This design comes from an exercise in tuning for a short achievable clock period and few clock cycles per item on the open sky130 flow, not from production work. The clock port is modelled as an ideal driver, which makes a skipped or thinned clock tree look cheaper than it is; a real chip needs a root buffer or a tree. Power figures rest on the tool's default switching activity, not on a simulated workload.

## blue
==> module mem_responder, before the edit <==
module mem_responder #(
    parameter int ADDR_BITS = 8,
    parameter int LATENCY   = 2
) (
    input  logic        clk,
    input  logic        reset,
    input  logic        req_valid,
    output logic        req_ready,
    input  logic        req_wr,
    input  logic [31:0] req_addr,
    input  logic [31:0] req_wdata,
    input  logic [3:0]  req_be,
    output logic        resp_valid,
    input  logic        resp_ready,
    output logic [31:0] resp_rdata,
    output logic        resp_err
);
    localparam int WORDS  = 64;
    localparam int QDEPTH = 4;      
    localparam int QW     = 2;        
    logic [31:0] mem_q [WORDS];
    logic        ready_q;
    logic        acc;
    assign acc = req_valid && ready_q;
    logic        take_req;
    assign take_req = acc && !reset;
    logic        be_ok;
    logic        err;
    always_comb begin
        case (req_be)
            4'b0001, 4'b0010, 4'b0100, 4'b1000,
            4'b0011, 4'b1100, 4'b1111: be_ok = 1'b1;
            default:                   be_ok = 1'b0;
        endcase
        err = (req_addr[31:8] != 24'd0) || !be_ok;
    end
    logic        v1;
    logic        err1;
    logic        wen1;            
    logic [31:0] d1;
    logic        we1 [WORDS];     
    logic [3:0]  be1;             
    logic        rsel1 [WORDS];   
    logic [7:0] pre_lo, pre_wr, pre_rd;
    always_comb begin
        for (int i = 0; i < 8; i++) begin
            pre_lo[i] = (req_addr[4:2] == 3'(i));
            pre_wr[i] = req_wr && (req_addr[7:5] == 3'(i));
            pre_rd[i] = !req_wr && (req_addr[7:5] == 3'(i));
        end
    end
    always_ff @(posedge clk) begin
        v1   <= take_req;
        err1 <= err;
        wen1 <= take_req && req_wr && !err;
        d1   <= req_wdata;
        be1  <= req_be;
        for (int w = 0; w < WORDS; w++) begin
            we1[w]   <= pre_wr[w/8] && pre_lo[w%8];
            rsel1[w] <= pre_rd[w/8] && pre_lo[w%8];
        end
    end
    always_ff @(posedge clk) begin
        for (int w = 0; w < WORDS; w++)
            for (int b = 0; b < 4; b++)
                if (wen1 && we1[w] && be1[b]) mem_q[w][8*b +: 8] <= d1[8*b +: 8];
    end
    logic        v2;
    logic        err2;
    logic [31:0] rda2 [8];
    always_ff @(posedge clk) begin
        v2   <= v1 && !reset;
        err2 <= err1;
        for (int g = 0; g < 8; g++) begin
            logic [31:0] acc_g;
            acc_g = 32'd0;
            for (int k = 0; k < 8; k++)
                acc_g = acc_g | (mem_q[8*g+k] & {32{rsel1[8*g+k]}});
            rda2[g] <= acc_g;
        end
    end
    logic [31:0] rd;
    always_comb begin
        rd = 32'd0;
        for (int g = 0; g < 8; g++) rd = rd | rda2[g];
        if (err2) rd = 32'd0;
    end
    logic          ov;
    logic [32:0]   od;
    logic [32:0]   fifo [QDEPTH];
    logic [QW-1:0] wp, rp, rp1;
    logic [QW:0]   qn;            
    logic [QW:0]   cnt;           
    logic        take;
    logic [32:0] inc;
    logic [32:0] head_keep, head_next;
    logic        ov_keep, ov_next;
    logic [QW:0] cnt_d;
    assign take = ov && resp_ready;
    assign inc  = {err2, rd};
    assign rp1  = rp + 1'b1;
    assign ov_keep   = (qn != '0) || v2;
    assign head_keep = (qn != '0) ? fifo[rp] : inc;
    assign ov_next   = (qn > (QW+1)'(1)) || v2;
    assign head_next = (qn > (QW+1)'(1)) ? fifo[rp1] : inc;
    always_comb begin
        cnt_d = cnt;
        if (acc && !take)      cnt_d = cnt + 1'b1;
        else if (!acc && take) cnt_d = cnt - 1'b1;
    end
    always_ff @(posedge clk) begin
        if (v2) fifo[wp] <= inc;
        od <= take ? head_next : head_keep;
    end
    always_ff @(posedge clk) begin
        if (reset) begin
            ov      <= 1'b0;
            wp      <= '0;
            rp      <= '0;
            qn      <= '0;
            cnt     <= '0;
            ready_q <= 1'b1;
        end else begin
            ov <= take ? ov_next : ov_keep;
            if (v2)   wp <= wp + 1'b1;
            if (take) rp <= rp1;
            if (v2 && !take)      qn <= qn + 1'b1;
            else if (take && !v2) qn <= qn - 1'b1;
            cnt     <= cnt_d;
            ready_q <= (cnt_d < (QW+1)'(QDEPTH));
        end
    end
    assign req_ready  = ready_q;
    assign resp_valid = ov;
    assign resp_rdata = od[31:0];
    assign resp_err   = od[32];
endmodule
export LEC_CHECK = 0
export CAP_MARGIN = 20
export CORE_MARGIN = 2
export CORE_UTILIZATION = 60
export CTS_CLUSTER_DIAMETER = 100
export CTS_CLUSTER_SIZE = 25
export SETUP_SLACK_MARGIN = 3.2
export SLEW_MARGIN = 20
export TNS_END_PERCENT = 100
create_clock -name core_clock -period 5.0 [get_ports {clk}]
standard.sh (not shown) runs the stock make flow with config.mk's settings and CLKGATE_MAP_FILE= SYNTH_SCRIPT=/design/flow/synth_recipe.tcl, a recipe that flattens the netlist after the stock synthesis.
==> flow/flow/run.sh <==
#!/bin/bash
# Own flow: the standard layout (standard.sh), with one change after clock
# tree synthesis (flow/post_cts_hook.tcl, flow/post_cts.tcl): the leaf buffers
# that ORFS's CTS made (each driving a cluster of flip-flop clock pins) are
# kept, and the levels above them are rebuilt as 12 inverters, each at the
# centre of a group of nearby leaf buffers, driven by 4 inverters that the
# clock port drives. Every register's clock passes through the same three
# levels. Ports are buffered with buf_6 cells (ORFS's buffer_ports picks
# the smallest buffer otherwise, a slow delay cell on some inputs).
set -euo pipefail
W=$(pwd)
export POST_CTS_TCL="$W/flow/post_cts_hook.tcl"
export BUFFER_PORTS_ARGS="-buffer_cell sky130_fd_sc_hd__buf_6"
bash "$W/standard.sh" > "$W/standard.log" 2>&1
Other scripts of this flow, unchanged in this note and not shown: flow/flow/post_cts.tcl, flow/flow/post_cts_hook.tcl
blue: PASS, flow complete, no timing, DRC or antenna violations
Setup changes, blue to purple
-- flow/design.v --
<<< blue, line 26
    assign take_req = acc && !reset;
    logic        be_ok;
    logic        err;
    always_comb begin
        case (req_be)
>>> purple, line 26
    assign take_req = acc && !reset;
    logic        be_ok;
    always_comb begin
        case (req_be)
<<< blue, line 33
            default:                   be_ok = 1'b0;
        endcase
        err = (req_addr[31:8] != 24'd0) || !be_ok;
    end
    logic        v1;
    logic        err1;
    logic        wen1;            
    logic [31:0] d1;
    logic        we1 [WORDS];     
    logic [3:0]  be1;             
    logic        rsel1 [WORDS];   
    logic [7:0] pre_lo, pre_wr, pre_rd;
    always_comb begin
        for (int i = 0; i < 8; i++) begin
            pre_lo[i] = (req_addr[4:2] == 3'(i));
            pre_wr[i] = req_wr && (req_addr[7:5] == 3'(i));
            pre_rd[i] = !req_wr && (req_addr[7:5] == 3'(i));
        end
    end
    always_ff @(posedge clk) begin
        v1   <= take_req;
        err1 <= err;
        wen1 <= take_req && req_wr && !err;
        d1   <= req_wdata;
        be1  <= req_be;
        for (int w = 0; w < WORDS; w++) begin
            we1[w]   <= pre_wr[w/8] && pre_lo[w%8];
            rsel1[w] <= pre_rd[w/8] && pre_lo[w%8];
        end
    end
    always_ff @(posedge clk) begin
        for (int w = 0; w < WORDS; w++)
>>> purple, line 32
            default:                   be_ok = 1'b0;
        endcase
    end
    logic        v1;
    logic        wr1;             
    logic        hi1;             
    logic        beok1;           
    logic [31:0] d1;
    logic [3:0]  be1;             
    logic        we1 [WORDS];     
    logic        rsel1 [WORDS];   
    always_ff @(posedge clk) begin
        v1    <= take_req;
        wr1   <= take_req && req_wr;
        hi1   <= (req_addr[31:8] != 24'd0);
        beok1 <= be_ok;
        d1    <= req_wdata;
        be1   <= req_be;
        for (int w = 0; w < WORDS; w++) begin
            we1[w]   <= req_wr && req_addr[7:2] == 6'(w);
            rsel1[w] <= !req_wr && req_addr[7:2] == 6'(w);
        end
    end
    logic        err1;
    logic        wen1;            
    assign err1 = hi1 || !beok1;
    assign wen1 = wr1 && !err1;
    always_ff @(posedge clk) begin
        for (int w = 0; w < WORDS; w++)
<<< blue, line 68
    logic        v2;
    logic        err2;
    logic [31:0] rda2 [8];
    always_ff @(posedge clk) begin
        v2   <= v1 && !reset;
        err2 <= err1;
        for (int g = 0; g < 8; g++) begin
            logic [31:0] acc_g;
            acc_g = 32'd0;
            for (int k = 0; k < 8; k++)
                acc_g = acc_g | (mem_q[8*g+k] & {32{rsel1[8*g+k]}});
            rda2[g] <= acc_g;
        end
>>> purple, line 64
    logic        v2;
    logic        err2;
    logic [31:0] rda2 [4];
    always_ff @(posedge clk) begin
        v2   <= v1 && !reset;
        err2 <= err1;
        for (int g = 0; g < 4; g++) begin
            logic [31:0] acc_g;
            acc_g = 32'd0;
            for (int k = 0; k < 16; k++)
                acc_g = acc_g | (mem_q[16*g+k] & {32{rsel1[16*g+k]}});
            rda2[g] <= acc_g;
        end
<<< blue, line 83
    always_comb begin
        rd = 32'd0;
        for (int g = 0; g < 8; g++) rd = rd | rda2[g];
        if (err2) rd = 32'd0;
    end
>>> purple, line 79
    always_comb begin
        rd = 32'd0;
        for (int g = 0; g < 4; g++) rd = rd | rda2[g];
        if (err2) rd = 32'd0;
    end
### Flow results
In purple, the mean cell area of the mapped netlist came out 2.3% above the value in blue.
purple vs blue: area of the multi-input gates up by more than 10%
purple against blue: global-route track usage on met3 moved up, global-route wire length before repair moved up, number of multi-input combinational cells in the layout moved down, non-filler instance count after layout moved down, total global-route track usage moved up.
Total internal power, purple vs blue: down by a few percent
Worst setup path startpoint = req_addr[3]: purple; worst setup path startpoint = od[7]: blue
No run of this note included a check of the RTL's function; only the layout flow was run.

what the ideal ports hide:
Ports are ideal in the flow. The routed layouts listed here were re-timed in OpenROAD.
Step 1: set_driving_cell puts a clkbuf_16 on clk and a buf_2 on each other input, an assumption about the parent block.
Step 2 adds t to the input delays and takes it off the output delays; t is the mean of the earliest and latest rising clock arrival at the registers after step 1. Input paths then give back, and output paths get back, about the clock's delay inside the block.
Slacks: no drivers / after step 1 / after step 2; pairs: no drivers / after step 1.
run | t (ns) | setup WS [ns] | worst setup path at the end | clock arrival spread, ns
blue | 0.720 | 3.099 / 2.787 / 2.660 | input to register | 0.098 / 0.098
purple | 0.718 | 2.956 / 2.799 / 2.380 | input to register | 0.032 / 0.034
After both steps setup and hold are still met in every run listed. The setup slack of purple, which loses most, moves by -0.157 ns with the drivers and by -0.576 ns with both steps.
